Context: an optimization exercise on an open-source flow, tuned for a short achievable clock period and few clock cycles per item. The choices shown serve that exercise and are no tape-out recipe. Where RTL was checked, it was by simulation tests only, not by an equivalence proof against the original. For runs 1 and 2, only the layout was checked, not whether the RTL still works. Power and IR drop assume default switching activity.

[flow/run.sh]
#!/bin/bash
# synth_recipe.tcl (not shown) runs the flow's synth.tcl, then flattens the netlist and writes it again
# the make line also repeats each setting of config.mk as NAME=value (left out here)
make -C /OpenROAD-flow-scripts/flow DESIGN_CONFIG=/design/flow/config.mk WORK_HOME=/design/flow/orfs CLKGATE_MAP_FILE= SYNTH_SCRIPT=/design/flow/synth_recipe.tcl finish
[flow/config.mk]
export PLATFORM = sky130hd
export DESIGN_NAME = process_engine
export DESIGN_NICKNAME = process_engine
export VERILOG_FILES = /design/flow/design.v
export SDC_FILE = /design/flow/constraint.sdc
export NUM_CORES = 4
export LEC_CHECK = 0
export ABC_CLOCK_PERIOD_IN_PS = 2000
export CAP_MARGIN = 20
export CORE_MARGIN = 2
export CORE_UTILIZATION = 55
export SETUP_SLACK_MARGIN = 3.0
export SLEW_MARGIN = 20
[flow/constraint.sdc]
create_clock -name core_clock -period 5.0 [get_ports {clock}]
set_input_delay 1.0000 -clock core_clock [delete_from_list [all_inputs] [get_ports {clock}]]
set_output_delay 1.0000 -clock core_clock [all_outputs]
set_load 0.01 [all_outputs]
[flow/design.v]
`timescale 1ns/1ps
package hash_pkg;
  localparam logic [1:0] OP_NOP    = 2'd0;
  localparam logic [1:0] OP_SEARCH = 2'd1;
  localparam logic [1:0] OP_INSERT = 2'd2;
  localparam logic [1:0] OP_DELETE = 2'd3;
  localparam logic [2:0] RES_MISS     = 3'd0;   
  localparam logic [2:0] RES_FOUND    = 3'd1;
  localparam logic [2:0] RES_INSERTED = 3'd2;   
  localparam logic [2:0] RES_UPDATED  = 3'd3;   
  localparam logic [2:0] RES_FULL     = 3'd4;
  localparam logic [2:0] RES_DELETED  = 3'd5;
  localparam int KEY_WIDTH       = 16;
  localparam int VAL_WIDTH       = 16;
  localparam int NUM_SLOTS       = 4;
  localparam int SLOT_WIDTH      = KEY_WIDTH + VAL_WIDTH;   
  localparam int LINE_WIDTH      = NUM_SLOTS * SLOT_WIDTH;   
  localparam int SLOT_SEL_WIDTH  = $clog2(NUM_SLOTS);
  localparam int MAX_INDEX_WIDTH = 8;
  localparam int CTX_INDEX_LSB = 0;
  localparam int CTX_DATA_LSB  = MAX_INDEX_WIDTH;
  localparam int CTX_KEY_LSB   = CTX_DATA_LSB + VAL_WIDTH;
  localparam int CTX_OP_LSB    = CTX_KEY_LSB + KEY_WIDTH;
  localparam int CTX_WIDTH     = CTX_OP_LSB + 2;
  localparam int RESULT_WIDTH = 3 + VAL_WIDTH;
endpackage
`timescale 1ns/1ps
module process_engine #(
  parameter int INDEX_WIDTH  = 4,
  parameter int READ_LATENCY = 2
) (
  input  logic                           clock,
  input  logic                           reset,
  input  logic                           input_valid,
  input  logic [1:0]                     opcode,
  input  logic [hash_pkg::KEY_WIDTH-1:0] key,
  input  logic [hash_pkg::VAL_WIDTH-1:0] wr_data,
  output logic                           stall,
  output logic                           output_valid,
  output logic [hash_pkg::VAL_WIDTH-1:0] val_out,
  output logic [2:0]                     rescode
);
  localparam int NB = 16;                   
  localparam int NS = hash_pkg::NUM_SLOTS;  
  localparam int NE = NB * NS;              
  localparam int KW = hash_pkg::KEY_WIDTH;
  localparam int VW = hash_pkg::VAL_WIDTH;
  logic [NE-1:0]    t_valid;
  logic [NE*KW-1:0] t_key;
  logic [NE*VW-1:0] t_val;
  assign stall = 1'b0;
  logic          b_v, c_v, d_v;
  logic [1:0]    b_op;
  logic [KW-1:0] b_key, c_key;
  logic [VW-1:0] b_data, c_data;
  logic [NB-1:0] b_boh, c_boh;           
  logic          b_kz;                   
  logic [NS-1:0] b_hit;                  
  logic [NS-1:0] b_free;                 
  logic          b_sk1, b_sb1;           
  logic          b_sk2, b_sb2;           
  logic [2:0]    c_code, d_code;
  logic          c_prs, d_prs;           
  logic [NS-1:0] c_slot, d_slot;         
  logic [NS-1:0] c_free, d_free;         
  logic [NS-1:0] c_wr;                   
  logic [NS-1:0] c_del;                  
  logic [NS-1:0] c_rd;                   
  logic [VW-1:0] d_part [4];             
  logic [3:0]    in_hash;
  logic [NB-1:0] in_boh;
  logic [NE-1:0] in_match;
  logic [NS-1:0] in_hit;
  logic [NS-1:0] in_free;
  always_comb begin
    in_hash = key[3:0] ^ key[7:4] ^ key[11:8] ^ key[15:12];
    in_boh  = NB'(1) << in_hash;
    for (int e = 0; e < NE; e++) begin
      in_match[e] = t_valid[e] && (t_key[e*KW +: KW] == key);
    end
    for (int s = 0; s < NS; s++) begin
      in_hit[s]  = 1'b0;
      in_free[s] = 1'b1;
      for (int b = 0; b < NB; b++) begin
        in_hit[s]  = in_hit[s] | in_match[b*NS+s];
        in_free[s] = in_free[s] & !(in_boh[b] && t_valid[b*NS+s]);
      end
    end
  end
  always_ff @(posedge clock) begin
    b_v    <= !reset && input_valid && (opcode != hash_pkg::OP_NOP);
    b_op   <= opcode;
    b_key  <= key;
    b_data <= wr_data;
    b_boh  <= in_boh;
    b_kz   <= (key == '0);
    b_hit  <= in_hit;
    b_free <= in_free;
    b_sk1  <= b_v && (b_key == key);
    b_sb1  <= b_v && (b_boh == in_boh);
    b_sk2  <= c_v && (c_key == key);
    b_sb2  <= c_v && (c_boh == in_boh);
  end
  logic [NS-1:0] hit, free, flo, wr_slot, del_slot;
  logic          any_hit, any_free, is_s, is_i, is_d, ins_new, upd, del;
  logic [2:0]    code;
  always_comb begin
    if (b_sk1)      hit = c_prs ? c_slot : '0;
    else if (b_sk2) hit = d_prs ? d_slot : '0;
    else            hit = b_hit;
    if (b_sb1)      free = c_free;
    else if (b_sb2) free = d_free;
    else            free = b_free;
    any_hit  = |hit;
    any_free = |free;
    flo[0]   = free[0];
    flo[1]   = free[1] && !free[0];
    flo[2]   = free[2] && !free[1] && !free[0];
    flo[3]   = free[3] && !free[2] && !free[1] && !free[0];
    is_s     = (b_op == hash_pkg::OP_SEARCH);
    is_i     = (b_op == hash_pkg::OP_INSERT);
    is_d     = (b_op == hash_pkg::OP_DELETE);
    upd      = b_v && is_i && any_hit;
    ins_new  = b_v && is_i && !any_hit && any_free && !b_kz;
    del      = b_v && is_d && any_hit;
    wr_slot  = (upd ? hit : '0) | (ins_new ? flo : '0);
    del_slot = del ? hit : '0;
    if (is_s)      code = any_hit ? hash_pkg::RES_FOUND : hash_pkg::RES_MISS;
    else if (is_i) code = any_hit ? hash_pkg::RES_UPDATED :
                          (any_free ? hash_pkg::RES_INSERTED : hash_pkg::RES_FULL);
    else if (is_d) code = any_hit ? hash_pkg::RES_DELETED : hash_pkg::RES_MISS;
    else           code = hash_pkg::RES_MISS;
  end
  always_ff @(posedge clock) begin
    c_v    <= !reset && b_v;
    c_key  <= b_key;
    c_data <= b_data;
    c_boh  <= b_boh;
    c_code <= code;
    c_prs  <= is_s ? any_hit : (is_i ? (any_hit || (any_free && !b_kz)) : 1'b0);
    c_slot <= any_hit ? hit : flo;
    c_free <= (free & ~(ins_new ? flo : '0)) | del_slot;
    c_wr   <= wr_slot;
    c_del  <= del_slot;
    c_rd   <= is_s ? hit : '0;
  end
  for (genvar e = 0; e < NE; e++) begin : g_entry
    always_ff @(posedge clock) begin
      if (reset) begin
        t_valid[e] <= 1'b0;
      end else if (c_v && c_boh[e/NS] && c_wr[e%NS]) begin
        t_valid[e] <= 1'b1;
      end else if (c_v && c_boh[e/NS] && c_del[e%NS]) begin
        t_valid[e] <= 1'b0;
      end
    end
    always_ff @(posedge clock) begin
      if (c_v && c_boh[e/NS] && c_wr[e%NS]) begin
        t_key[e*KW +: KW] <= c_key;
        t_val[e*VW +: VW] <= c_data;
      end
    end
  end
  logic [VW-1:0] rd_part [4];
  always_comb begin
    for (int g = 0; g < 4; g++) begin
      rd_part[g] = '0;
      for (int e = g*NE/4; e < (g+1)*NE/4; e++) begin
        if (c_boh[e/NS] && c_rd[e%NS]) rd_part[g] = rd_part[g] | t_val[e*VW +: VW];
      end
    end
  end
  always_ff @(posedge clock) begin
    d_v    <= !reset && c_v;
    d_code <= c_code;
    d_prs  <= c_prs;
    d_slot <= c_slot;
    d_free <= c_free;
    for (int g = 0; g < 4; g++) d_part[g] <= rd_part[g];
  end
  always_ff @(posedge clock) begin
    output_valid <= !reset && d_v;
    rescode      <= d_code;
    val_out      <= d_part[0] | d_part[1] | d_part[2] | d_part[3];
  end
endmodule
==> flow_metrics.tcl, run 1 <==
set metrics [dict create \
    synth_area_mm2 0.08902 \
    crit_path_max_fanout 1 \
    hold_violations 0 \
    clk_pin_slew_ns 0.06 \
    wire_per_inst_um 36.26 \
    holdCritPathClass "reg -> reg" \
    cts_sinks 2346 \
    synth_edf_count 2048 \
    relSlewSlack_pct 28.92 \
    die_h_um 406.3 \
    whs_ns 0.3242 \
    place_area_mm2 0.09263 \
    ys.flop_type "edfxtp_1" \
    crit_family "flip-flops" \
    vias_per_cell 6.471 \
    dieWidth_um 406.3 \
    layout-drive-gt1-share_pct 21.22 \
    rows 147 \
    ys_ff_latch 2346 \
    fmaxAchievable_mhz 420.3 \
    worst_slew_pin_slew_ns 1.066 \
    syn-num-nets 5314 \
    routed_wl_um 293600 \
    place_congestion 0.8939 \
    pin_count 58 \
    dp_hpwl_um 150200 \
    fin_skew_ns 0.04552 \
    start_util_pct 55.44 \
    syn2layout_area_growth_pct 19.89 \
    drv_slew 0 \
    clk_latency_ns 0.90 \
    antenna_found_initial 22 \
    cts_tree "yes" \
    critPathMaxStageDelay_ns 0.38 \
    first_pass_iters 7 \
    cp_slowest_cell "dfxtp_4" \
    ys_async_sr_fraction_pct 0 \
    avgSynthCellArea_um2 16.87 \
    cts_buffer_depth 3 \
    finalCriticalPeriod_ns 2.379 \
    ys_types 57 \
    coreArea_mm2 0.1606 \
    cts_made_buffers 228 \
    status "finished clean" \
    rsz0062_at_grt "true" \
    ant_nets 0 \
    r2r-start "c_rd[0]" \
    startpoint_type "register" \
    ir_drop_mv 0.3852 \
    yosysSeqAreaShare_pct 75.78 \
    vias 52400 \
    setup-tns-final_ns 0 \
    cp-end-kind "output pin" \
    period_share_pct 47.58 \
    required_ns 4.00 \
    final_area_mm2 0.1067 \
    grt_first_pass_wirelength_um 396700 \
    worst-path-buf-inv 1 \
    grt_max_degree 70 \
    drv_cap 0 \
    track_usage_pct 35.06 \
    numPortBuffers 56 \
    p_leak_nw 34.43 \
    worstHoldStart "b_data[8]" \
    p_per_area_mw_per_mm2 380.8 \
    cp-startpoint "val_out[7]" \
    nFillCells 11030 \
    setup_violations 0 \
    yosys_warnings 3 \
    grt_pass1_vias 48630 \
    path_cells "buf_6" \
    critPathArrivalTime_ns 1.38 \
    gr-total-overflow 0 \
    dieArea_mm2 0.1651 \
    cts-root-buf "clkbuf_16" \
    syn-instance-count 5277 \
    nets 5764 \
    h-tree-depth 4 \
    drc 0 \
    postCtsHoldBufs 0 \
    crit_type "reg -> out" \
    initialDrtViolationCount 7810 \
]
cell usage after synthesis (7+ instances only):
master	n	area (um2)
nand2_1	105	394.1
or4_1	16	120.1
buf_4	7	52.55
o21ai_0	9	45.04
a31oi_1	24	150.1
nor4_1	100	625.6
buf_2	122	610.6
edfxtp_1	2048	61500
xnor2_1	974	8531
xor2_1	111	972.2
clkbuf_1	172	645.6
dfxtp_1	298	5966
a22o_1	257	2251
a21oi_1	72	360.4
mux2i_1	8	80.08
and3_1	68	425.4
a221oi_1	257	2251
nor3_1	9	45.04
nand3_1	60	300.3
and2_1	80	500.5
nor2b_1	8	50.05
nand4_1	280	1752
a22oi_1	24	180.2
nor2_1	86	322.8
repair_timing:
action / in CTS / in global routing
buffers inserted: 177 / 102
resized for setup: 542 / 210
pin swaps: 86 / 153
setup endpoints to repair: 2011 / 1018
gates cloned: 39 / 9
kinds of logic (layout without fill, tap and decap cells):
logic type      count (synthesis)  in the layout  synth area share [%]
buf+inv                       311            950                 1.521
compound gates                665            665                 6.086
other cells                     1             10              0.004212
mux                            10             10                0.1153
simple gates                  844            857                 5.441
xor+xnor                     1100           1100                 11.05
flops                        2346           2346                 75.78
placed cells by master, fill, tap and decap left out, types with 25 or more instances in the layout:
cell / Yosys / routed
dfxtp_4: 0 / 38
nor4_2: 2 / 39
dfxtp_2: 0 / 33
buf_16: 0 / 40
edfxtp_1: 2048 / 2048
clkinv_2: 0 / 31
buf_4: 7 / 297
clkbuf_1: 172 / 74
and2_4: 0 / 40
nand3_1: 60 / 56
xnor2_1: 974 / 951
and2_1: 80 / 31
buf_12: 0 / 40
nor4_4: 4 / 42
clkbuf_16: 0 / 236
nand4_1: 280 / 280
nand2_1: 105 / 101
xor2_1: 111 / 108
nor4_1: 100 / 25
nor2_1: 86 / 83
a221oi_1: 257 / 206
a21oi_1: 72 / 72
a22o_1: 257 / 257
and3_4: 0 / 55
clkbuf_8: 0 / 31
buf_6: 1 / 74
dfxtp_1: 298 / 227
clkinv_1: 0 / 32
a221oi_2: 0 / 48
routing by layer:
layer | GRT usage (%) | vias to the layer above | share of wire [%]
li1 | - | 21370 | -
met1 | 51.73 | 27290 | 40
met2 | 52.87 | 3216 | 45
met3 | 7.046 | 523 | 11
met4 | 10.77 | 10 | 3.3
met5 | 0 | - | 0.023
path summary, 6_finish.rpt:
| path | end | slack [ns] | depth (start not counted) |
|---|---|---|---|
| setup / recovery | val_out[7] | 2.62 | 1 |
| hold / removal | c_data[8] | 0.32 | 0 |
| setup reg to reg | d_part[2][5] | 2.70 | 6 |
| hold reg to reg | c_data[8] | 0.32 | 0 |
layout make-up:
| class | count | area (um2) | area share (%) |
|---|---|---|---|
| Antenna cell | 9 | 22.52 | 0.02110 |
| Timing Repair Buffer | 515 | 6236 | 5.843 |
| Tap cell | 2160 | 2703 | 2.532 |
| Clock buffer | 339 | 6500 | 6.090 |
| Multi-Input combinational cell | 2633 | 22650 | 21.22 |
| Clock inverter | 93 | 958.4 | 0.8980 |
| Sequential cell | 2346 | 67650 | 63.38 |
| Inverter | 3 | 11.26 | 0.01055 |
report_power, final:
part / switching [mW] / total [mW] / internal, mW / leakage (nW)
sequential: 0.243 / 21.6 / 21.3 / 20.9
combinational: 1.16 / 1.98 / 0.820 / 9.94
clock: 7.52 / 17.1 / 9.59 / 3.63
total: 8.92 / 40.6 / 31.7 / 34.4
stage by stage:
step,instances,power (mW),worst slack (ns),utilization (%)
detailed placement,7330,23.39,1.293,57.69
global placement,7326,23.38,0.6138,57.64
CTS,7978,40.54,2.574,65.12
global route,8090,41.51,2.592,66.46
finish,8098,40.65,2.621,66.47
floorplan,5277,22.82,2.246,-
flip-flops by register name, indices dropped and copies added (netlist names), 16 cells and up:
name / flops
b_boh: 16
b_key: 16
t_valid: 64
b_data: 16
c_boh: 16
d_part: 64
t_val: 1024
c_data: 16
c_key: 16
val_out: 16
t_key: 1024
==> run 2, diff against run 1 <==
--- a/flow/config.mk
+++ b/flow/config.mk
@@ -10,3 +10,3 @@
 export CORE_MARGIN = 2
-export CORE_UTILIZATION = 55
+export CORE_UTILIZATION = 70
 export SETUP_SLACK_MARGIN = 3.0
==> flow_metrics.tcl, run 2 <==
set metrics [dict create \
    crit_path_max_fanout 1 \
    routed_wl_um 273800 \
    dieWidth_um 360.6 \
    holdCritPathClass "reg -> reg" \
    h-tree-depth 4 \
    postCtsHoldBufs 0 \
    coreArea_mm2 0.1259 \
    worst-path-buf-inv 1 \
    cts-root-buf "clkbuf_16" \
    setup-tns-final_ns 0 \
    drc 0 \
    crit_type "reg -> out" \
    grt_pass1_vias 50350 \
    mostFrequentLayoutCells "edfxtp_1, xnor2_1, nand4_1, a22o_1, a221oi_1" \
    reg2reg_slack_ns 2.74 \
    fmaxAchievable_mhz 428.6 \
    synth_area_leaders "edfxtp_1, xnor2_1, dfxtp_1" \
    critPathMaxStageDelay_ns 0.37 \
    rows 130 \
    cts_tree "yes" \
    drv_cap 0 \
    pin_count 58 \
    ys.flop_type "edfxtp_1" \
    status "finished clean" \
    drv_slew 0 \
    final_core_util_pct 82.30 \
    yosysMostFrequentCell "edfxtp_1" \
    synth_edf_count 2048 \
    critPathArrivalTime_ns 1.33 \
    numPortBuffers 56 \
    ys_async_sr_fraction_pct 0 \
    vias_per_cell 7.120 \
    cts_made_buffers 217 \
    syn2layout_area_growth_pct 16.39 \
    cts_buffer_depth 3 \
    avgSynthCellArea_um2 16.87 \
    total_power_mw 40.08 \
    yosys_warnings 3 \
    p_per_area_mw_per_mm2 386.8 \
    ys_ff_latch 2346 \
    antenna_found_initial 11 \
    ir_drop_mv 0.4276 \
    whs_ns 0.3250 \
    path_cells "buf_6" \
    gr-total-overflow 0 \
    startpoint_type "register" \
    synth_common_cells "edfxtp_1, xnor2_1, dfxtp_1" \
    cp-end-kind "output pin" \
    p_leak_nw 33.05 \
    first_pass_iters 7 \
    relSlewSlack_pct 20.42 \
    yosysTopAreaCell "edfxtp_1" \
    place_congestion 0.8987 \
    worst_slew_pin_slew_ns 1.194 \
    required_ns 4.00 \
    ys_types 57 \
    clk_pin_slew_ns 0.07 \
    nets 5616 \
    crit_family "flip-flops" \
    dp_hpwl_um 142600 \
    rsz0062_at_grt "true" \
    fin_skew_ns 0.03014 \
    clk_latency_ns 0.87 \
    period_share_pct 46.66 \
    yosysSeqAreaShare_pct 75.78 \
    layout-drive-gt1-share_pct 18.49 \
    syn-num-nets 5314 \
    finalCriticalPeriod_ns 2.333 \
    syn-instance-count 5277 \
    initialDrtViolationCount 9228 \
    dieArea_mm2 0.1300 \
    die_h_um 360.6 \
    layout_commonest_cell "edfxtp_1" \
    synth_top_cell_area_share_pct 69.08 \
    track_usage_pct 41.75 \
    hold_violations 0 \
    setup_violations 0 \
    start_util_pct 70.71 \
    grt_first_pass_wirelength_um 377700 \
    grt_max_degree 65 \
    synth_area_mm2 0.08902 \
    cp_slowest_cell "dfxtp_4" \
    vias 52880 \
    cts_sinks 2346 \
    ant_nets 0 \
    reg.largest.list "t_key x1024, t_val x1024" \
    wire_per_inst_um 36.86 \
]
-- run 2: cell count changes in the layout (fill, tap and decap cells not counted), moves of 15 or more --
cell / change
nor4_1: +15
xnor2_1: +20
xnor2_2: -19
clkbuf_16: -15
a221oi_2: -23
and3_2: -16
buf_6: -15
a221oi_1: +26
buf_4: -87
-- run 2: power by group --
| group | internal, mW | switching, mW | leakage, nW | total, mW |
|---|---|---|---|---|
| clock | 9.26 | 7.34 | 3.48 | 16.6 |
| sequential | 21.3 | 0.298 | 20.9 | 21.6 |
| combinational | 0.803 | 1.07 | 8.71 | 1.87 |
| total | 31.4 | 8.70 | 33.1 | 40.1 |
-- run 2: kinds of logic (layout without fill, tap and decap cells) --
kind of cell           count (synthesis)  after routing  share of synthesized area [%]
flip-flops                          2346           2346                          75.78
AO/OA/AOI/OAI                        665            665                          6.086
buffers and inverters                311            802                          1.521
XOR/XNOR                            1100           1100                          11.05
other                                  1              8                       0.004212
multiplexers                          10             10                         0.1153
AND/OR/NAND/NOR                      844            846                          5.441
-- run 2: path summary, 6_finish.rpt --
kind | start | end | cells past startpoint
min | b_data[10] | c_data[10] | 0
max reg2reg | c_rd[3] | d_part[1][5] | 4
min reg2reg | b_data[10] | c_data[10] | 0
max | val_out[4] | val_out[4] | 1
-- run 2: metal layers --
| layer | wire length [um] | track usage, % |
|---|---|---|
| met1 | 98170 | 59.15 |
| met2 | 123400 | 61.91 |
| met3 | 38900 | 11.18 |
| met4 | 13270 | 18.39 |
| met5 | 23 | 0 |
-- run 2: stage by stage --
stage / instances / instance area, um2 / setup WS, ns
after floorplan: 5277 / 89670 / 2.246
after global placement: 6781 / 91520 / 0.9595
after detailed placement: 6782 / 91560 / 1.071
after CTS: 7360 / 102400 / 2.638
after global routing: 7421 / 103600 / 2.654
final: 7427 / 103600 / 2.667
-- run 2: repair_timing --
item / in CTS / in global routing
pin swaps: 79 / 60
gates resized for setup: 514 / 121
endpoints found under the hold margin: 0 / 0
setup endpoints to repair: 2215 / 192
setup buffers: 146 / 57
cloned: 22 / 3
-- run 2: layout make-up --
type,count,area [um2]
flip-flops and latches,2346,67660
fillers,6136,22280
multi-input cells,2622,21970
clock buffers,304,6055
repair buffers,389,4803
well taps,1650,2064
clock inverters,106,1033
diodes,7,17.52
inverters,3,11.26
==> run 3, diff against run 2 <==
--- a/flow/design.v
+++ b/flow/design.v
@@ -47,2 +47,3 @@
   localparam int VW = hash_pkg::VAL_WIDTH;
+  localparam int NP = 8;                    
   logic [NE-1:0]    t_valid;
@@ -68,3 +69,3 @@
   logic [NS-1:0] c_rd;                   
-  logic [VW-1:0] d_part [4];             
+  logic [VW-1:0] d_part [NP];            
   logic [3:0]    in_hash;
@@ -163,7 +164,7 @@
   end
-  logic [VW-1:0] rd_part [4];
+  logic [VW-1:0] rd_part [NP];
   always_comb begin
-    for (int g = 0; g < 4; g++) begin
+    for (int g = 0; g < NP; g++) begin
       rd_part[g] = '0;
-      for (int e = g*NE/4; e < (g+1)*NE/4; e++) begin
+      for (int e = g*NE/NP; e < (g+1)*NE/NP; e++) begin
         if (c_boh[e/NS] && c_rd[e%NS]) rd_part[g] = rd_part[g] | t_val[e*VW +: VW];
@@ -178,3 +179,3 @@
     d_free <= c_free;
-    for (int g = 0; g < 4; g++) d_part[g] <= rd_part[g];
+    for (int g = 0; g < NP; g++) d_part[g] <= rd_part[g];
   end
@@ -183,3 +184,4 @@
     rescode      <= d_code;
-    val_out      <= d_part[0] | d_part[1] | d_part[2] | d_part[3];
+    val_out      <= d_part[0] | d_part[1] | d_part[2] | d_part[3] |
+                    d_part[4] | d_part[5] | d_part[6] | d_part[7];
   end
--- a/flow/config.mk
+++ b/flow/config.mk
@@ -10,3 +10,3 @@
 export CORE_MARGIN = 2
-export CORE_UTILIZATION = 70
+export CORE_UTILIZATION = 55
 export SETUP_SLACK_MARGIN = 3.0
==> flow_metrics.tcl, run 3 <==
set metrics [dict create \
    syn-num-nets 5459 \
    crit_family "flip-flops" \
    ant_nets 0 \
    routed_wl_um 281400 \
    critPathMaxStageDelay_ns 0.39 \
    required_ns 4.00 \
    syn-instance-count 5422 \
    grt_max_degree 65 \
    drv_cap 0 \
    reg2reg_slack_ns 2.86 \
    yosysTopAreaCell "edfxtp_1" \
    reg.largest.list "t_key x1024, t_val x1024, d_part x128" \
    cts_tree "yes" \
    period_share_pct 47.69 \
    setup-tns-final_ns 0 \
    holdCritPathClass "reg -> reg" \
    die_h_um 408.6 \
    dieWidth_um 408.6 \
    cts_made_buffers 233 \
    mostFrequentLayoutCells "edfxtp_1, xnor2_1, a22oi_1, nand4_1, dfxtp_1" \
    path_cells "buf_6" \
    first_pass_iters 6 \
    layout_commonest_cell "edfxtp_1" \
    worst_slack_ns 2.616 \
    dieArea_mm2 0.1669 \
    synth_area_mm2 0.09002 \
    ys_ff_latch 2410 \
    layout-drive-gt1-share_pct 17.60 \
    reg2regPathDepth 1 \
    startpoint_type "register" \
    synth_common_cells "edfxtp_1, xnor2_1, a22oi_1" \
    nets 5733 \
    r2r-start "c_wr[0]" \
    ys_types 50 \
    min_path_cells 0 \
    drc 0 \
    dp_hpwl_um 145800 \
    grt_first_pass_wirelength_um 385600 \
    rsz0062_at_grt "true" \
    syn2layout_area_growth_pct 17.16 \
    initialDrtViolationCount 7382 \
    worst_slew_pin_slew_ns 1.235 \
    start_util_pct 55.37 \
    cts_buffer_depth 3 \
    drv_slew 0 \
    ys_async_sr_fraction_pct 0 \
    rows 148 \
    wire_per_inst_um 34.80 \
    finalCriticalPeriod_ns 2.384 \
    ir_drop_mv 0.3929 \
    fmaxAchievable_mhz 419.4 \
    worstHoldStart "b_data[14]" \
    cp_slowest_cell "dfxtp_4" \
    setup_violations 0 \
    yosysSeqAreaShare_pct 76.37 \
    dp_slack_ns 1.276 \
    coreArea_mm2 0.1626 \
    postCtsHoldBufs 0 \
    track_usage_pct 33.11 \
    place_congestion 0.8857 \
    synth_edf_count 2048 \
    p_leak_nw 33.22 \
    yosysMostFrequentCell "edfxtp_1" \
    yosys_warnings 3 \
    critPathArrivalTime_ns 1.38 \
    fin_skew_ns 0.02800 \
    worst-path-buf-inv 1 \
    crit_path_max_fanout 1 \
    vias 51490 \
    gr-total-overflow 0 \
    grt_pass1_vias 48470 \
    avgSynthCellArea_um2 16.60 \
    clk_latency_ns 0.88 \
    crit_type "reg -> out" \
    pin_count 58 \
    clk_pin_slew_ns 0.06 \
    cp-end-kind "output pin" \
    ys.flop_type "edfxtp_1" \
    nFillCells 11520 \
    hold_violations 0 \
    h-tree-depth 4 \
    r2r-end "t_val[259]" \
    synth_area_leaders "edfxtp_1, xnor2_1, dfxtp_1" \
    numPortBuffers 56 \
    status "finished clean" \
    vias_per_cell 6.368 \
    cts-root-buf "clkbuf_16" \
    relSlewSlack_pct 16.91 \
    holdPathEnd "c_data[14]" \
    synth_top_cell_area_share_pct 68.32 \
    p_per_area_mw_per_mm2 394.5 \
    antenna_found_initial 11 \
    cts_sinks 2410 \
]
run 3: changes by cell type in the layout (fill, tap and decap cells not counted), sizes merged, moves of 14 or more:
cell,previous run,this run
nand4,280,344
clkinv,71,100
dfxtp,298,362
nand2,108,122
xnor2,982,964
and3,68,98
xor2,118,135
a221oi,257,7
or4,16,0
buf,348,281
a22o,257,7
nor4,106,144
a22oi,24,530
run 3: layout make-up:
| cell class | count | area [um2] | area share [%] |
|---|---|---|---|
| tap | 2175 | 2721 | 2.580 |
| multi-input combinational | 2729 | 22030 | 20.89 |
| clock inverter | 129 | 1241 | 1.177 |
| antenna | 6 | 15.01 | 0.01424 |
| timing repair buffer | 319 | 4105 | 3.892 |
| sequential | 2410 | 68870 | 65.30 |
| inverter | 3 | 11.26 | 0.01068 |
| clock buffer | 315 | 6477 | 6.141 |
run 3: per-stage QoR:
stage | cell area, um2 | hold slack [ns] | util [%] | cells | power (mW)
detailed placement | 93380 | 0.3120 | 57.43 | 7451 | 23.88
finish | 105500 | 0.3196 | 64.87 | 8086 | 41.61
global placement | 93350 | 0.3104 | 57.41 | 7449 | 23.87
global route | 105500 | 0.3212 | 64.86 | 8080 | 42.57
floorplan | 90600 | 0.3096 | - | 5422 | 23.30
CTS | 104500 | 0.3263 | 64.27 | 8037 | 41.60
run 3: layer usage:
layer  GRT usage, %  up-vias  part of all wire [%]
met5              0        -                0.0025
met4          9.613        2                   3.4
met3          5.657      460                   9.5
met2          51.76     3000                    47
met1          48.18    26650                    40
li1               -    21380                     -
run 3: repair_timing:
item	in CTS	in global routing
cloned	40	12
pin swaps	58	63
setup buffers	102	31
endpoints found under the setup margin	2184	714
endpoints found under the hold margin	0	0
gates resized for setup	418	128
run 3: worst max path at each step:
| stage | start | to | cells after the start |
|---|---|---|---|
| finish | output_valid | output_valid | 1 |
| floorplan | key[15] | b_sb2 | 9 |
| detailed placement | key[3] | b_hit[2] | 10 |
| global placement | key[3] | b_hit[2] | 10 |
| global route | output_valid | output_valid | 1 |
| CTS | output_valid | output_valid | 1 |
run 3: kinds of logic after synthesis:
logic type / after synthesis / synth area share, %
flip-flops: 2410 / 76.37
XOR/XNOR: 1099 / 10.81
AND/OR/NAND/NOR: 927 / 5.882
AO/OA/AOI/OAI: 662 / 5.312
buffers and inverters: 313 / 1.509
multiplexers: 10 / 0.1168
other: 1 / 0.004166
run 3: power breakdown:
group | internal, mW | total, mW | leakage, nW | switching (mW)
registers | 21.8 | 22.0 | 21.4 | 0.198
clock network | 10.1 | 17.7 | 3.81 | 7.63
logic | 0.744 | 1.89 | 8.05 | 1.15
total | 32.6 | 41.6 | 33.2 | 8.97
Testbench counts of run 3, summed over its fixed seeds: cycles 16,032, items 16,000.
==> run 4, diff against run 3 <==
--- a/flow/design.v
+++ b/flow/design.v
@@ -70,19 +70,29 @@
   logic [VW-1:0] d_part [NP];            
-  logic [3:0]    in_hash;
-  logic [NB-1:0] in_boh;
-  logic [NE-1:0] in_match;
-  logic [NS-1:0] in_hit;
-  logic [NS-1:0] in_free;
+  logic          a_v;
+  logic [1:0]    a_op;
+  logic [KW-1:0] a_key;
+  logic [VW-1:0] a_data;
+  logic [NB-1:0] a_boh;
+  logic          a_kz;
+  always_ff @(posedge clock) begin
+    a_v    <= !reset && input_valid && (opcode != hash_pkg::OP_NOP);
+    a_op   <= opcode;
+    a_key  <= key;
+    a_data <= wr_data;
+    a_boh  <= NB'(1) << (key[3:0] ^ key[7:4] ^ key[11:8] ^ key[15:12]);
+    a_kz   <= (key == '0);
+  end
+  logic [NE-1:0] a_match;
+  logic [NS-1:0] a_hit;
+  logic [NS-1:0] a_free;
   always_comb begin
-    in_hash = key[3:0] ^ key[7:4] ^ key[11:8] ^ key[15:12];
-    in_boh  = NB'(1) << in_hash;
     for (int e = 0; e < NE; e++) begin
-      in_match[e] = t_valid[e] && (t_key[e*KW +: KW] == key);
+      a_match[e] = t_valid[e] && (t_key[e*KW +: KW] == a_key);
     end
     for (int s = 0; s < NS; s++) begin
-      in_hit[s]  = 1'b0;
-      in_free[s] = 1'b1;
+      a_hit[s]  = 1'b0;
+      a_free[s] = 1'b1;
       for (int b = 0; b < NB; b++) begin
-        in_hit[s]  = in_hit[s] | in_match[b*NS+s];
-        in_free[s] = in_free[s] & !(in_boh[b] && t_valid[b*NS+s]);
+        a_hit[s]  = a_hit[s] | a_match[b*NS+s];
+        a_free[s] = a_free[s] & !(a_boh[b] && t_valid[b*NS+s]);
       end
@@ -91,14 +101,14 @@
   always_ff @(posedge clock) begin
-    b_v    <= !reset && input_valid && (opcode != hash_pkg::OP_NOP);
-    b_op   <= opcode;
-    b_key  <= key;
-    b_data <= wr_data;
-    b_boh  <= in_boh;
-    b_kz   <= (key == '0);
-    b_hit  <= in_hit;
-    b_free <= in_free;
-    b_sk1  <= b_v && (b_key == key);
-    b_sb1  <= b_v && (b_boh == in_boh);
-    b_sk2  <= c_v && (c_key == key);
-    b_sb2  <= c_v && (c_boh == in_boh);
+    b_v    <= !reset && a_v;
+    b_op   <= a_op;
+    b_key  <= a_key;
+    b_data <= a_data;
+    b_boh  <= a_boh;
+    b_kz   <= a_kz;
+    b_hit  <= a_hit;
+    b_free <= a_free;
+    b_sk1  <= b_v && (b_key == a_key);
+    b_sb1  <= b_v && (b_boh == a_boh);
+    b_sk2  <= c_v && (c_key == a_key);
+    b_sb2  <= c_v && (c_boh == a_boh);
   end
--- a/flow/config.mk
+++ b/flow/config.mk
@@ -11,2 +11,4 @@
 export CORE_UTILIZATION = 55
+export CTS_CLUSTER_DIAMETER = 100
+export CTS_CLUSTER_SIZE = 20
 export SETUP_SLACK_MARGIN = 3.0
==> flow_metrics.tcl, run 4 <==
set metrics [dict create \
    dieArea_mm2 0.1688 \
    setup-tns-final_ns 0 \
    gr-total-overflow 0 \
    ys_async_sr_fraction_pct 0 \
    syn2layout_area_growth_pct 12.62 \
    initialDrtViolationCount 7971 \
    synth_edf_count 2048 \
    critPathArrivalTime_ns 2.99 \
    drc 0 \
    syn-num-nets 5537 \
    clk_pin_slew_ns 0.09 \
    cp-end-kind "register" \
    ant_nets 0 \
    yosys_warnings 3 \
    place_area_mm2 0.09398 \
    ys_types 36 \
    rsz0062_at_grt "true" \
    layout_commonest_cell "edfxtp_1" \
    dp_hpwl_um 150200 \
    status "finished clean" \
    start_util_pct 55.32 \
    place_congestion 0.8719 \
    use_met3_pct 5.581 \
    grtUsageMet2_pct 48.91 \
    rows 149 \
    ir_drop_mv 0.3402 \
    period_share_pct 46.98 \
    cts-root-buf "clkbuf_16" \
    dp_cells 7521 \
    worst_slack_ns 2.651 \
    grt_pass1_vias 47230 \
    total_power_mw 36.32 \
    yosysMostFrequentCell "edfxtp_1" \
    routed_wl_um 284400 \
    crit_path_max_fanout 7 \
    relSlewSlack_pct 26.86 \
    final_area_mm2 0.1026 \
    worst_slew_pin_slew_ns 1.087 \
    startpoint_type "register" \
    synth_top_cell_area_share_pct 67.54 \
    synth_common_cells "edfxtp_1, xnor2_1, a22oi_1" \
    antenna_found_initial 15 \
    finalCriticalPeriod_ns 2.349 \
    ys.flop_type "edfxtp_1" \
    hold_violations 0 \
    postCtsHoldBufs 0 \
    track_usage_pct 32.23 \
    wire_per_inst_um 35.53 \
    vias 51330 \
    p_per_area_mw_per_mm2 354.1 \
    first_pass_iters 6 \
    synth_area_leaders "edfxtp_1, dfxtp_1, xnor2_1" \
    whs_ns 0.3201 \
    dieWidth_um 410.9 \
    cts_tree "yes" \
    die_h_um 410.9 \
    p_leak_nw 32.07 \
    h-tree-depth 4 \
    dp_slack_ns 1.615 \
    yosysTopAreaCell "edfxtp_1" \
    syn-instance-count 5500 \
    grt_first_pass_wirelength_um 379200 \
    setup_violations 0 \
    synth_area_mm2 0.09106 \
    coreArea_mm2 0.1646 \
    crit_type "reg -> reg" \
    busiest_layer "met2" \
    drv_slew 0 \
    fmaxAchievable_mhz 425.7 \
    layout-drive-gt1-share_pct 13.94 \
    drv_cap 0 \
    cts_buffer_depth 3 \
    avgSynthCellArea_um2 16.56 \
    required_ns 5.65 \
    clk_latency_ns 0.81 \
    numPortBuffers 56 \
    yosysSeqAreaShare_pct 76.64 \
    ys_ff_latch 2462 \
    nets 5743 \
    reg.largest.list "t_key x1024, t_val x1024, d_part x128" \
    fin_skew_ns 0.02305 \
    final_cells 8005 \
    pin_count 58 \
    met1_usage_pct 48.48 \
    holdCritPathClass "reg -> reg" \
    cts_made_buffers 141 \
    cts_sinks 2462 \
    mostFrequentLayoutCells "edfxtp_1, xnor2_1, a22oi_1, dfxtp_1, nand4_1" \
    final_core_util_pct 62.30 \
    grt_max_degree 70 \
    vias_per_cell 6.412 \
]
## run 4: changes by cell type after synthesis, sizes merged, moves of 42 or more
cell / delta
nor4: +45
nand2: +45
nand3: -42
xor2: +145
dfxtp: +52
xnor2: -140
## run 4: final timing paths
path | from | to | slack [ns] | cells past startpoint
min | b_data[3] | c_data[3] | 0.32 | 0
max | a_key[6] | b_hit[1] | 2.65 | 8
min reg2reg | b_data[3] | c_data[3] | 0.32 | 0
max reg2reg | a_key[6] | b_hit[1] | 2.65 | 8
## run 4: timing repair
action | in CTS | in global routing
cloned | 13 | 31
endpoints found under the setup margin | 2237 | 1965
pin swaps | 46 | 58
setup buffers | 127 | 60
resized for setup | 344 | 132
## run 4: critical path, stage by stage, from the launching register on
cell and delay [ns]:
dfxtp_4 0.40, buf_12 0.16, buf_16 0.15, buf_4 0.16
xnor2_1 0.13, nand4_1 0.22, nor4_4 0.12, nor4_2 0.63
nand4_1 0.20
## run 4: logic make-up (layout without fill, tap and decap cells)
family,count (synthesis),in the layout,synth area share (%)
DFF,2462,2462,76.64
xor gates and xnor gates,1104,1104,10.62
and+or+nand+nor,966,995,5.908
AOI/OAI and AO/OA,638,638,5.096
buffers and inverters,325,608,1.691
muxes,4,4,0.04397
other,1,5,0.004118
## run 4: layout make-up
| cell class | count | area [um2] |
|---|---|---|
| fillers | 11940 | 62060 |
| flip-flops and latches | 2462 | 69960 |
| diodes | 4 | 10.01 |
| multi-input cells | 2742 | 21440 |
| well taps | 2189 | 2739 |
| clock inverters | 12 | 191.4 |
| clock buffers | 237 | 3953 |
| repair buffers | 359 | 4260 |
## run 4: where the power goes
part	switching [mW]	leakage [nW]	internal (mW)
logic	1.06	8.30	0.624
registers	0.240	21.8	22.2
clock network	6.66	1.97	5.49
total	7.97	32.1	28.4
## run 4: layer usage
layer  wire length (um)  part of all wire (%)
met1             116300                    41
met3              29020                    10
met2             129300                    45
met5                 20                0.0070
met4               9745                   3.4
Testbench counts of run 4, summed over its fixed seeds: cycles 16,040, items 16,000.
==> run 5, diff against run 4 <==
--- a/flow/design.v
+++ b/flow/design.v
@@ -52,16 +52,18 @@
   assign stall = 1'b0;
-  logic          b_v, c_v, d_v;
-  logic [1:0]    b_op;
-  logic [KW-1:0] b_key, c_key;
-  logic [VW-1:0] b_data, c_data;
-  logic [NB-1:0] b_boh, c_boh;           
-  logic          b_kz;                   
+  logic          a_v, h_v, b_v, c_v, d_v;
+  logic [1:0]    a_op, h_op, b_op;
+  logic [KW-1:0] a_key, h_key, b_key, c_key, d_key;
+  logic [VW-1:0] a_data, h_data, b_data, c_data;
+  logic [NB-1:0] a_boh, h_boh, b_boh, c_boh, d_boh;   
+  logic          a_kz, h_kz, b_kz;                    
+  logic [NE-1:0] h_match;                
+  logic [NS-1:0] h_free, b_free;         
   logic [NS-1:0] b_hit;                  
-  logic [NS-1:0] b_free;                 
   logic          b_sk1, b_sb1;           
   logic          b_sk2, b_sb2;           
+  logic          b_sk3, b_sb3;           
   logic [2:0]    c_code, d_code;
-  logic          c_prs, d_prs;           
-  logic [NS-1:0] c_slot, d_slot;         
-  logic [NS-1:0] c_free, d_free;         
+  logic          c_prs, d_prs, e_prs;    
+  logic [NS-1:0] c_slot, d_slot, e_slot;   
+  logic [NS-1:0] c_free, d_free, e_free;   
   logic [NS-1:0] c_wr;                   
@@ -70,8 +72,2 @@
   logic [VW-1:0] d_part [NP];            
-  logic          a_v;
-  logic [1:0]    a_op;
-  logic [KW-1:0] a_key;
-  logic [VW-1:0] a_data;
-  logic [NB-1:0] a_boh;
-  logic          a_kz;
   always_ff @(posedge clock) begin
@@ -85,3 +81,2 @@
   logic [NE-1:0] a_match;
-  logic [NS-1:0] a_hit;
   logic [NS-1:0] a_free;
@@ -92,6 +87,4 @@
     for (int s = 0; s < NS; s++) begin
-      a_hit[s]  = 1'b0;
       a_free[s] = 1'b1;
       for (int b = 0; b < NB; b++) begin
-        a_hit[s]  = a_hit[s] | a_match[b*NS+s];
         a_free[s] = a_free[s] & !(a_boh[b] && t_valid[b*NS+s]);
@@ -101,14 +94,35 @@
   always_ff @(posedge clock) begin
-    b_v    <= !reset && a_v;
-    b_op   <= a_op;
-    b_key  <= a_key;
-    b_data <= a_data;
-    b_boh  <= a_boh;
-    b_kz   <= a_kz;
-    b_hit  <= a_hit;
-    b_free <= a_free;
-    b_sk1  <= b_v && (b_key == a_key);
-    b_sb1  <= b_v && (b_boh == a_boh);
-    b_sk2  <= c_v && (c_key == a_key);
-    b_sb2  <= c_v && (c_boh == a_boh);
+    h_v     <= !reset && a_v;
+    h_op    <= a_op;
+    h_key   <= a_key;
+    h_data  <= a_data;
+    h_boh   <= a_boh;
+    h_kz    <= a_kz;
+    h_match <= a_match;
+    h_free  <= a_free;
+  end
+  logic [NS-1:0] h_hit;
+  always_comb begin
+    for (int s = 0; s < NS; s++) begin
+      h_hit[s] = 1'b0;
+      for (int b = 0; b < NB; b++) begin
+        h_hit[s] = h_hit[s] | h_match[b*NS+s];
+      end
+    end
+  end
+  always_ff @(posedge clock) begin
+    b_v    <= !reset && h_v;
+    b_op   <= h_op;
+    b_key  <= h_key;
+    b_data <= h_data;
+    b_boh  <= h_boh;
+    b_kz   <= h_kz;
+    b_hit  <= h_hit;
+    b_free <= h_free;
+    b_sk1  <= b_v && (b_key == h_key);
+    b_sb1  <= b_v && (b_boh == h_boh);
+    b_sk2  <= c_v && (c_key == h_key);
+    b_sb2  <= c_v && (c_boh == h_boh);
+    b_sk3  <= d_v && (d_key == h_key);
+    b_sb3  <= d_v && (d_boh == h_boh);
   end
@@ -120,2 +134,3 @@
     else if (b_sk2) hit = d_prs ? d_slot : '0;
+    else if (b_sk3) hit = e_prs ? e_slot : '0;
     else            hit = b_hit;
@@ -123,2 +138,3 @@
     else if (b_sb2) free = d_free;
+    else if (b_sb3) free = e_free;
     else            free = b_free;
@@ -185,2 +201,4 @@
     d_v    <= !reset && c_v;
+    d_key  <= c_key;
+    d_boh  <= c_boh;
     d_code <= c_code;
@@ -196,2 +214,5 @@
                     d_part[4] | d_part[5] | d_part[6] | d_part[7];
+    e_prs        <= d_prs;
+    e_slot       <= d_slot;
+    e_free       <= d_free;
   end
--- a/flow/config.mk
+++ b/flow/config.mk
@@ -10,5 +10,5 @@
 export CORE_MARGIN = 2
-export CORE_UTILIZATION = 55
-export CTS_CLUSTER_DIAMETER = 100
-export CTS_CLUSTER_SIZE = 20
+export CORE_UTILIZATION = 70
+export CTS_CLUSTER_DIAMETER = 80
+export CTS_CLUSTER_SIZE = 25
 export SETUP_SLACK_MARGIN = 3.0
==> flow_metrics.tcl, run 5 <==
set metrics [dict create \
    status "finished clean" \
    drv_slew 0 \
    nFillCells 7653 \
    syn-instance-count 5699 \
    place_area_mm2 0.09698 \
    clk_pin_slew_ns 0.10 \
    critPathArrivalTime_ns 1.29 \
    final_area_mm2 0.1026 \
    layout_commonest_cell "edfxtp_1" \
    ys.flop_type "edfxtp_1" \
    yosysMostFrequentCell "edfxtp_1" \
    routed_wl_um 270600 \
    synth_area_leaders "edfxtp_1, dfxtp_1, xnor2_1" \
    clk_latency_ns 0.83 \
    startpoint_type "register" \
    cts-root-buf "clkbuf_16" \
    synth_top_cell_area_share_pct 65.13 \
    fmaxAchievable_mhz 436.1 \
    dp_cells 7305 \
    yosysTopAreaCell "edfxtp_1" \
    p_leak_nw 31.71 \
    critPathMaxStageDelay_ns 0.38 \
    grt_pass1_vias 48910 \
    yosysSeqAreaShare_pct 77.36 \
    dieArea_mm2 0.1378 \
    synth_edf_count 2048 \
    ys_ff_latch 2625 \
    crit_path_max_fanout 1 \
    ys_types 45 \
    h-tree-depth 3 \
    syn2layout_area_growth_pct 8.616 \
    wire_per_inst_um 35.42 \
    ant_nets 0 \
    start_util_pct 70.67 \
    layout-drive-gt1-share_pct 9.470 \
    cp-end-kind "output pin" \
    yosys_warnings 3 \
    setup_violations 0 \
    numPortBuffers 56 \
    nets 5803 \
    vias_per_cell 6.957 \
    required_ns 4.00 \
    cp_slowest_cell "dfxtp_4" \
    rsz0062_at_grt "true" \
    die_h_um 371.3 \
    synth_area_mm2 0.09443 \
    gr-total-overflow 0 \
    worst_slew_pin_slew_ns 1.284 \
    dp_hpwl_um 144500 \
    cts_made_buffers 117 \
    fin_skew_ns 0.04624 \
    period_share_pct 45.86 \
    crit_family "flip-flops" \
    antenna_found_initial 12 \
    drc 0 \
    syn-num-nets 5736 \
    avgSynthCellArea_um2 16.57 \
    postCtsHoldBufs 0 \
    dieWidth_um 371.3 \
    finalCriticalPeriod_ns 2.293 \
    mostFrequentLayoutCells "edfxtp_1, xnor2_1, a22oi_1, dfxtp_1, nand4_1" \
    track_usage_pct 38.51 \
    drv_cap 0 \
    first_pass_iters 6 \
    pin_count 58 \
    worst-path-buf-inv 1 \
    crit_type "reg -> out" \
    grt_first_pass_wirelength_um 368300 \
    vias 53150 \
    final_cells 7640 \
    reg.largest.list "t_key x1024, t_val x1024, d_part x128" \
    cts_buffer_depth 3 \
    p_per_area_mw_per_mm2 357.9 \
    synth_common_cells "edfxtp_1, xnor2_1, dfxtp_1" \
    rows 134 \
    relSlewSlack_pct 13.63 \
    ys_async_sr_fraction_pct 0 \
    cts_sinks 2625 \
    holdCritPathClass "reg -> reg" \
    hold_violations 0 \
    grt_max_degree 65 \
    setup-tns-final_ns 0 \
    coreArea_mm2 0.1336 \
    cts_tree "yes" \
    ir_drop_mv 0.4170 \
    initialDrtViolationCount 8551 \
    path_cells "buf_6" \
    place_congestion 0.9677 \
]
==> run 5: cell count changes in the layout (fill, tap and decap cells not counted), moves of 10 or more <==
cell       change
buf_4         -87
nor4_2        -32
clkbuf_16     -23
and2_1        +25
xnor2_1       +27
nand3_1       +10
nor4_1        +71
o21ai_0       +12
xor2_1        +18
nor4_4        -35
buf_12        -35
and2_2        -20
dfxtp_1      +155
==> run 5: power breakdown <==
group          switching (mW)  internal [mW]  total (mW)
Sequential              0.345           23.6        23.9
Clock                    6.64           4.63        11.3
Combinational           0.996          0.515        1.51
==> run 5: final timing paths <==
check | cells after the start | from | endpoint | slack [ns]
worst min register to register | 0 | b_data[2] | c_data[2] | 0.32
worst max register to register | 1 | c_wr[2] | t_val[802] | 2.86
worst min-delay path | 0 | b_data[2] | c_data[2] | 0.32
worst max-delay path | 1 | output_valid | output_valid | 2.71
==> run 5: timing repair <==
item                       4_1_cts  5_1_grt
resized for setup              251       81
setup endpoints to repair     2220     1472
gates cloned                    21       17
hold endpoints to repair         0        0
pin swaps                       15       11
buffers inserted                62        9
==> run 5: cell families (layout without fill, tap and decap cells) <==
| kind of cell | Yosys count | count (layout) | share of synthesized area [%] |
|---|---|---|---|
| flops | 2625 | 2625 | 77.36 |
| other cells | 1 | 2 | 0.003971 |
| buf+inv | 299 | 439 | 1.275 |
| mux | 6 | 6 | 0.06625 |
| compound gates | 647 | 647 | 4.920 |
| xor+xnor | 1136 | 1136 | 10.54 |
| simple gates | 985 | 1017 | 5.837 |
==> run 5: final cells by class <==
type	count	area [um2]	share of cell area (%)
sequential	2625	73240	71.41
multi-input combinational	2807	21090	20.57
clock buffer	207	3328	3.245
timing repair buffer	210	2439	2.378
tap	1768	2212	2.157
clock inverter	17	234.0	0.2281
inverter	5	18.77	0.01830
antenna	1	2.502	0.002440
==> run 5: stage by stage <==
| step | util, % | power [mW] | hold WS [ns] | setup WS [ns] |
|---|---|---|---|---|
| final | 76.75 | 36.71 | 0.3206 | 2.707 |
| after global routing | 76.75 | 37.46 | 0.3328 | 2.703 |
| after CTS | 76.30 | 36.57 | 0.3284 | 2.666 |
| after detailed placement | 72.57 | 25.70 | 0.3120 | 2.310 |
| after global placement | 72.57 | 25.68 | 0.3095 | 2.296 |
| after floorplan | - | 25.02 | 0.3096 | 3.013 |
==> run 5: metal layers <==
layer / part of all wire [%] / global-route usage (%)
met2: 45 / 58.00
met3: 14 / 8.202
met1: 37 / 57.33
met5: 0.022 / 0
met4: 3.9 / 12.07
Testbench counts of run 5, summed over its fixed seeds: cycles 16,048, items 16,000.
==> run 6, diff against run 5 <==
--- a/flow/config.mk
+++ b/flow/config.mk
@@ -10,5 +10,5 @@
 export CORE_MARGIN = 2
-export CORE_UTILIZATION = 70
-export CTS_CLUSTER_DIAMETER = 80
-export CTS_CLUSTER_SIZE = 25
+export CORE_UTILIZATION = 62
+export CTS_CLUSTER_DIAMETER = 100
+export CTS_CLUSTER_SIZE = 20
 export SETUP_SLACK_MARGIN = 3.0
==> flow_metrics.tcl, run 6 <==
set metrics [dict create \
    h-tree-depth 4 \
    mostFrequentLayoutCells "edfxtp_1, xnor2_1, a22oi_1, dfxtp_1, nand4_1" \
    track_usage_pct 34.40 \
    synth_top_cell_area_share_pct 65.13 \
    relSlewSlack_pct 19.41 \
    final_cells 7972 \
    numPortBuffers 56 \
    cts_buffer_depth 3 \
    nets 5846 \
    initialDrtViolationCount 7694 \
    ys_ff_latch 2625 \
    crit_path_max_fanout 1 \
    first_pass_iters 6 \
    synth_top_family_by_area "XOR/XNOR gates" \
    clk_latency_ns 0.83 \
    worst_slack_ns 2.723 \
    synthXorXnorAreaFrac_pct 10.54 \
    postCtsHoldBufs 0 \
    yosysTopAreaCell "edfxtp_1" \
    finalCriticalPeriod_ns 2.277 \
    reg.largest.list "t_key x1024, t_val x1024, d_part x128" \
    p_clk_share_pct 33.5 \
    r2r-end "b_hit[0]" \
    crit_type "reg -> out" \
    synth_edf_count 2048 \
    syn-num-nets 5736 \
    cp.depth 1 \
    dp_hpwl_um 146200 \
    cp_slowest_cell "dfxtp_2" \
    startpoint_type "register" \
    wire_per_inst_um 34.95 \
    dp_cells 7573 \
    die_h_um 394.3 \
    start_util_pct 62.31 \
    drv_cap 0 \
    pwr-share-seq_pct 62.7 \
    synth_compound_area_share_pct 4.920 \
    grt_first_pass_wirelength_um 374600 \
    reg2regPathDepth 2 \
    syn-instance-count 5699 \
    whs_ns 0.3236 \
    swShare_pct 21.68 \
    syn2layout_area_growth_pct 9.751 \
    final_core_util_pct 68.38 \
    grt_pass1_vias 49310 \
    pin_count 58 \
    yosys.area_share.simple_pct 5.837 \
    reg2reg_slack_ns 2.92 \
    required_ns 4.00 \
    final_area_mm2 0.1036 \
    nFillCells 10220 \
    setup_violations 0 \
    path_cells "buf_6" \
    clk_pin_slew_ns 0.08 \
    ys_types 45 \
    vias_per_cell 6.573 \
    place_area_mm2 0.09732 \
    cts_tree "yes" \
    status "finished clean" \
    synthAdderAreaFrac_pct 0 \
    cts_sinks 2625 \
    cp-end-kind "output pin" \
    ys_async_sr_fraction_pct 0 \
    holdCritPathClass "reg -> reg" \
    dieWidth_um 394.3 \
    critPathArrivalTime_ns 1.28 \
    ir_drop_mv 0.3767 \
    cp-startpoint "val_out[11]" \
    crit_family "flip-flops" \
    yosysSeqAreaShare_pct 77.36 \
    p_leak_nw 32.09 \
    yosysMostFrequentCell "edfxtp_1" \
    vias 52400 \
    drc 0 \
    avgSynthCellArea_um2 16.57 \
    worst-path-buf-inv 1 \
    ant_nets 0 \
    routed_wl_um 278600 \
    rows 143 \
    fmaxAchievable_mhz 439.2 \
    dp_slack_ns 2.484 \
    synth_area_leaders "edfxtp_1, dfxtp_1, xnor2_1" \
    synth_area_mm2 0.09443 \
    layout-drive-gt1-share_pct 10.14 \
    fin_skew_ns 0.02362 \
    coreArea_mm2 0.1515 \
    setup-tns-final_ns 0 \
    grt_max_degree 65 \
    yosys_warnings 3 \
    cts_made_buffers 149 \
    worst_slew_pin_slew_ns 1.207 \
    hold_violations 0 \
    period_share_pct 45.54 \
    antenna_found_initial 12 \
    drv_slew 0 \
    layout_commonest_cell "edfxtp_1" \
    ys.flop_type "edfxtp_1" \
    p_per_area_mw_per_mm2 368.8 \
    critPathMaxStageDelay_ns 0.34 \
    synthMuxAreaShare_pct 0.06625 \
    place_congestion 0.8799 \
    total_power_mw 38.22 \
    cts-root-buf "clkbuf_16" \
    gr-total-overflow 0 \
    dieArea_mm2 0.1554 \
    synth_common_cells "edfxtp_1, xnor2_1, dfxtp_1" \
    rsz0062_at_grt "true" \
    p_comb_share_pct 3.8 \
    p_int_mw 29.93 \
    r2r-start "h_match[4]" \
    crit_end "val_out[11]" \
    p_sw_mw 8.284 \
]
## run 6: cell counts after synthesis
Identical to the previous run, type by type.
## run 6: worst reg2reg max path, stage by stage, from the launching register on
cell and delay (ns):
dfxtp_1 0.33, nor4_1 0.85, nand4_1 0.58
## run 6: power by group through the flow
stage	Sequential (mW)	Clock [mW]	Combinational, mW
finish	24.0	12.8	1.45
global route	24.0	13.7	1.51
CTS	23.9	12.9	1.41
detailed placement	24.5	0	1.16
global placement	24.5	0	1.14
floorplan	24.3	0	0.731
## run 6: worst min-delay path by stage
stage	startpoint	slack, ns	depth (start not counted)	end
after detailed placement	b_data[15]	0.31	0	c_data[15]
after CTS	b_data[15]	0.33	0	c_data[15]
after global placement	h_data[13]	0.31	0	b_data[13]
final	b_data[14]	0.32	0	c_data[14]
after floorplan	h_data[0]	0.31	0	b_data[0]
after global routing	b_data[14]	0.32	0	c_data[14]
## run 6: routing by layer
| metal | vias to the layer above | global-route usage, % | routed length [um] |
|---|---|---|---|
| li1 | 21790 | - | - |
| met1 | 27050 | 49.92 | 110000 |
| met2 | 3114 | 53.47 | 127900 |
| met3 | 442 | 5.578 | 29930 |
| met4 | 2 | 12.19 | 10700 |
| met5 | - | 0 | 13 |
## run 6: cells by family after synthesis
logic type	after synthesis
flip-flops	2625
buffers and inverters	299
AND/OR/NAND/NOR	985
AO/OA/AOI/OAI	647
other	1
multiplexers	6
XOR/XNOR	1136
## run 6: what timing repair did
| item | in CTS | in global routing |
|---|---|---|
| cloned | 7 | 26 |
| resized for setup | 209 | 98 |
| buffers inserted | 74 | 8 |
| endpoints found under the setup margin | 2335 | 2008 |
| pin swaps | 2 | 23 |
## run 6: layout make-up
class | instances | area [um2] | area share, %
Inverter | 5 | 18.77 | 0.01811
Clock inverter | 13 | 235.2 | 0.2270
Multi-Input combinational cell | 2808 | 21050 | 20.32
Clock buffer | 264 | 4224 | 4.076
Antenna cell | 7 | 17.52 | 0.01690
Tap cell | 2030 | 2540 | 2.451
Sequential cell | 2625 | 73240 | 70.67
Timing Repair Buffer | 220 | 2307 | 2.226
==> run 7, diff against run 6 <==
--- a/flow/config.mk
+++ b/flow/config.mk
@@ -10,3 +10,3 @@
 export CORE_MARGIN = 2
-export CORE_UTILIZATION = 62
+export CORE_UTILIZATION = 50
 export CTS_CLUSTER_DIAMETER = 100
==> flow_metrics.tcl, run 7 <==
set metrics [dict create \
    startpoint_type "register" \
    fin_skew_ns 0.04159 \
    crit_path_max_fanout 1 \
    cp_slowest_cell "dfxtp_4" \
    drv_cap 0 \
    drv_slew 0 \
    required_ns 4.00 \
    synth_common_cells "edfxtp_1, xnor2_1, dfxtp_1" \
    relSlewSlack_pct 13.93 \
    vias 52160 \
    swShare_pct 21.92 \
    critPathArrivalTime_ns 1.33 \
    coreArea_mm2 0.1878 \
    use_met3_pct 3.748 \
    finalCriticalPeriod_ns 2.329 \
    cts_made_buffers 149 \
    wire_per_inst_um 34.36 \
    synth_area_mm2 0.09443 \
    pwr-share-seq_pct 62.4 \
    cts_sinks 2625 \
    reg.largest.list "t_key x1024, t_val x1024, d_part x128" \
    status "finished clean" \
    p_clk_share_pct 33.6 \
    numPortBuffers 56 \
    whs_ns 0.3274 \
    path_cells "buf_6" \
    ys_types 45 \
    p_comb_share_pct 3.9 \
    fmaxAchievable_mhz 429.4 \
    syn-num-nets 5736 \
    syn2layout_area_growth_pct 10.66 \
    total_power_mw 38.31 \
    cp-end-kind "output pin" \
    ys.flop_type "edfxtp_1" \
    initialDrtViolationCount 7184 \
    ir_drop_mv 0.3293 \
    clk_pin_slew_ns 0.08 \
    start_util_pct 50.28 \
    p_leak_nw 32.20 \
    gr-total-overflow 0 \
    ys_ff_latch 2625 \
    ys_async_sr_fraction_pct 0 \
    track_usage_pct 29.12 \
    drc 0 \
    place_area_mm2 0.09795 \
    crit_family "flip-flops" \
    hold_violations 0 \
    critPathMaxStageDelay_ns 0.37 \
    yosysTopAreaCell "edfxtp_1" \
    layout-drive-gt1-share_pct 10.49 \
    dieArea_mm2 0.1923 \
    grt_first_pass_wirelength_um 389900 \
    crit_type "reg -> out" \
    grtUsageMet2_pct 48.49 \
    p_sw_mw 8.398 \
    nets 5852 \
    first_pass_iters 5 \
    worst-path-buf-inv 1 \
    met1_usage_pct 39.45 \
    rsz0062_at_grt "true" \
    holdCritPathClass "reg -> reg" \
    cts_buffer_depth 3 \
    avgSynthCellArea_um2 16.57 \
    setup_violations 0 \
    ant_nets 0 \
    h-tree-depth 4 \
    routed_wl_um 290000 \
    p_int_mw 29.91 \
    period_share_pct 46.58 \
    die_h_um 438.6 \
    yosys_warnings 3 \
    worst_slack_ns 2.671 \
    syn-instance-count 5699 \
    rows 159 \
    p_per_area_mw_per_mm2 366.6 \
    grt_pass1_vias 49470 \
    worst_slew_pin_slew_ns 1.289 \
    setup-tns-final_ns 0 \
    vias_per_cell 6.180 \
    final_area_mm2 0.1045 \
    synth_top_cell_area_share_pct 65.13 \
    postCtsHoldBufs 0 \
    clk_latency_ns 0.85 \
    dp_slack_ns 2.334 \
    place_congestion 0.9083 \
    mostFrequentLayoutCells "edfxtp_1, xnor2_1, a22oi_1, dfxtp_1, nand4_1" \
    final_cells 8441 \
    synth_area_leaders "edfxtp_1, dfxtp_1, xnor2_1" \
    dp_cells 8045 \
    yosysSeqAreaShare_pct 77.36 \
    cts_tree "yes" \
    cts-root-buf "clkbuf_16" \
    grt_max_degree 69 \
    dieWidth_um 438.6 \
    busiest_layer "met2" \
    synth_edf_count 2048 \
    yosysMostFrequentCell "edfxtp_1" \
    nFillCells 14760 \
    pin_count 58 \
    antenna_found_initial 12 \
    final_core_util_pct 55.64 \
    layout_commonest_cell "edfxtp_1" \
    dp_hpwl_um 152300 \
]
## run 7: cell count changes in the layout (fill, tap and decap cells not counted), sizes merged
cell / before / now
and3: 97 / 109
buf: 185 / 174
clkinv: 7 / 10
bufbuf: 0 / 4
clkbuf: 264 / 263
diode: 7 / 5
inv: 11 / 10
## run 7: final timing paths
check | endpoint | slack, ns | startpoint | cells after the start
min reg2reg | c_data[4] | 0.33 | b_data[4] | 0
max | val_out[10] | 2.67 | val_out[10] | 1
min | c_data[4] | 0.33 | b_data[4] | 0
max reg2reg | t_val[236] | 2.86 | c_boh[3] | 1
## run 7: cells by family after synthesis
logic type | after synthesis | share of synthesized area (%)
muxes | 6 | 0.06625
other | 1 | 0.003971
and+or+nand+nor | 985 | 5.837
xor gates and xnor gates | 1136 | 10.54
AOI/OAI and AO/OA | 647 | 4.920
DFF | 2625 | 77.36
buffers and inverters | 299 | 1.275
## run 7: repair_timing
action,CTS,global route
gates resized for setup,257,89
setup endpoints to repair,2332,1587
pin swaps,9,11
gates cloned,29,21
buffers inserted,60,4
## run 7: power by group through the flow
stage,combinational (mW),sequential [mW],clock [mW]
2_1_floorplan,0.731,24.3,0
3_3_place_gp,1.23,24.5,0
3_5_place_dp,1.24,24.5,0
4_1_cts,1.49,23.9,13.0
5_1_grt,1.57,23.9,13.7
6_report,1.51,23.9,12.9
## run 7: final cells by class
cell class | instances | area, um2 | area share, %
Antenna cell | 5 | 12.51 | 0.01197
Clock buffer | 262 | 4195 | 4.015
Clock inverter | 15 | 247.7 | 0.2371
Inverter | 5 | 18.77 | 0.01796
Multi-Input combinational cell | 2820 | 21270 | 20.35
Sequential cell | 2625 | 73240 | 70.09
Tap cell | 2495 | 3122 | 2.988
Timing Repair Buffer | 214 | 2389 | 2.286
## run 7: per-layer routing
layer | vias to the layer above | part of all wire, %
met2 | 2641 | 48
met1 | 27190 | 40
met4 | 4 | 4.1
met3 | 487 | 8.0
met5 | - | 0.011
li1 | 21850 | -
==> run 8, diff against run 7 <==
--- a/flow/config.mk
+++ b/flow/config.mk
@@ -10,3 +10,3 @@
 export CORE_MARGIN = 2
-export CORE_UTILIZATION = 50
+export CORE_UTILIZATION = 55
 export CTS_CLUSTER_DIAMETER = 100
==> flow_metrics.tcl, run 8 <==
set metrics [dict create \
    status "finished clean" \
    worstHoldStart "b_data[15]" \
    final_cells 8160 \
    mostFrequentLayoutCells "edfxtp_1, xnor2_1, a22oi_1, dfxtp_1, nand4_1" \
    cts_buffer_depth 3 \
    dieWidth_um 418.4 \
    syn2layout_area_growth_pct 9.934 \
    rows 152 \
    total_power_mw 38.25 \
    grt_first_pass_wirelength_um 380200 \
    path_cells "buf_6" \
    fmaxAchievable_mhz 442.7 \
    ys_types 45 \
    dieArea_mm2 0.1750 \
    holdCritPathClass "reg -> reg" \
    clk_latency_ns 0.83 \
    yosysMostFrequentCell "edfxtp_1" \
    drc 0 \
    fin_skew_ns 0.03102 \
    grt_max_degree 65 \
    layout_commonest_cell "edfxtp_1" \
    p_leak_nw 32.12 \
    rsz0062_at_grt "true" \
    cp-end-kind "output pin" \
    crit_family "flip-flops" \
    grt_pass1_vias 48650 \
    period_share_pct 45.18 \
    h-tree-depth 4 \
    startpoint_type "register" \
    postCtsHoldBufs 0 \
    reg.largest.list "t_key x1024, t_val x1024, d_part x128" \
    wl_met1_um 110300 \
    layout-drive-gt1-share_pct 9.927 \
    first_pass_iters 5 \
    wl_met3_um 21710 \
    final_area_mm2 0.1038 \
    avgSynthCellArea_um2 16.57 \
    nets 5836 \
    synth_area_leaders "edfxtp_1, dfxtp_1, xnor2_1" \
    relSlewSlack_pct 17.00 \
    wire_per_inst_um 34.52 \
    p_per_area_mw_per_mm2 368.4 \
    worst-path-buf-inv 1 \
    crit_path_max_fanout 1 \
    cts_tree "yes" \
    r2r-start "c_v" \
    routed_wl_um 281700 \
    ant_nets 0 \
    hold_violations 0 \
    initialDrtViolationCount 6336 \
    nFillCells 12680 \
    vias_per_cell 6.272 \
    cts-root-buf "clkbuf_16" \
    setup_violations 0 \
    route.met2.wl_um 136900 \
    synth_edf_count 2048 \
    highest_layer "met5" \
    vias 51180 \
    cp_slowest_cell "dfxtp_2" \
    critPathMaxStageDelay_ns 0.33 \
    yosys_warnings 3 \
    yosysTopAreaCell "edfxtp_1" \
    ir_drop_mv 0.4142 \
    clk_pin_slew_ns 0.08 \
    gr-total-overflow 0 \
    drv_slew 0 \
    start_util_pct 55.17 \
    crit_type "reg -> out" \
    antenna_found_initial 6 \
    worst_slack_ns 2.741 \
    worst_slew_pin_slew_ns 1.243 \
    pin_count 58 \
    dp_slack_ns 2.307 \
    place_area_mm2 0.09754 \
    die_h_um 418.4 \
    syn-instance-count 5699 \
    ys_async_sr_fraction_pct 0 \
    finalCriticalPeriod_ns 2.259 \
    dp_cells 7776 \
    cp-startpoint "val_out[5]" \
    setup-tns-final_ns 0 \
    synth_area_mm2 0.09443 \
    syn-num-nets 5736 \
    cts_sinks 2625 \
    ys.flop_type "edfxtp_1" \
    ys_ff_latch 2625 \
    synth_common_cells "edfxtp_1, xnor2_1, dfxtp_1" \
    synth_top_cell_area_share_pct 65.13 \
    required_ns 4.00 \
    coreArea_mm2 0.1712 \
    cts_made_buffers 149 \
    critPathArrivalTime_ns 1.26 \
    drv_cap 0 \
    dp_hpwl_um 154300 \
    track_usage_pct 31.32 \
    yosysSeqAreaShare_pct 77.36 \
    numPortBuffers 56 \
    place_congestion 0.8598 \
]
## run 8: cell counts after synthesis
Identical to the previous run, type by type.
## run 8: kinds of logic (layout without fill, tap and decap cells)
family / after synthesis / count (layout) / share of synthesized area, %
AND/OR/NAND/NOR: 985 / 1002 / 5.837
AO/OA/AOI/OAI: 647 / 647 / 4.920
flip-flops: 2625 / 2625 / 77.36
XOR/XNOR: 1136 / 1136 / 10.54
multiplexers: 6 / 6 / 0.06625
other: 1 / 5 / 0.003971
buffers and inverters: 299 / 506 / 1.275
## run 8: worst paths after layout
kind / endpoint / slack (ns) / cells past startpoint
max: val_out[5] / 2.74 / 1
min: c_data[15] / 0.32 / 0
max reg2reg: t_val[790] / 2.84 / 2
min reg2reg: c_data[15] / 0.32 / 0
## run 8: report_power, final
part / switching, mW / internal [mW]
Sequential: 0.327 / 23.6
Clock: 6.96 / 5.87
Combinational: 0.987 / 0.526
Total: 8.27 / 30.0
## run 8: area by class of cell
type	instances	area [um2]	area share, %
Clock inverter	10	136.4	0.1314
Inverter	5	18.77	0.01808
Sequential cell	2625	73230	70.54
Multi-Input combinational cell	2792	20910	20.14
Clock buffer	265	4270	4.114
Tap cell	2233	2794	2.691
Timing Repair Buffer	226	2440	2.350
Antenna cell	4	10.01	0.009643
## run 8: metrics by stage
step           utilization [%]  hold WS [ns]
2_1_floorplan                -        0.3096
3_3_place_gp             56.98        0.3096
3_5_place_dp             56.99        0.3120
4_1_cts                  60.37        0.3192
5_1_grt                  60.64        0.3228
6_report                 60.65        0.3166
## run 8: per-layer routing
metal | GRT usage (%) | vias to the layer above
met1 | 42.21 | 26650
met4 | 12.43 | 2
met2 | 52.12 | 2337
met5 | 0 | -
li1 | - | 21740
met3 | 3.918 | 452
## run 8: repair_timing
action,4_1_cts,5_1_grt
gates cloned,0,19
pin swaps,8,19
buffers inserted,76,10
setup endpoints to repair,2339,1015
gates resized for setup,229,72

Check on run 8: ideal ports give 2.741 ns setup slack; a clkbuf_16 on the clock port and buf_2 on the inputs give 2.649 ns; moving port delays by the midpoint clock arrival (0.903 ns) as well gives 2.397 ns.
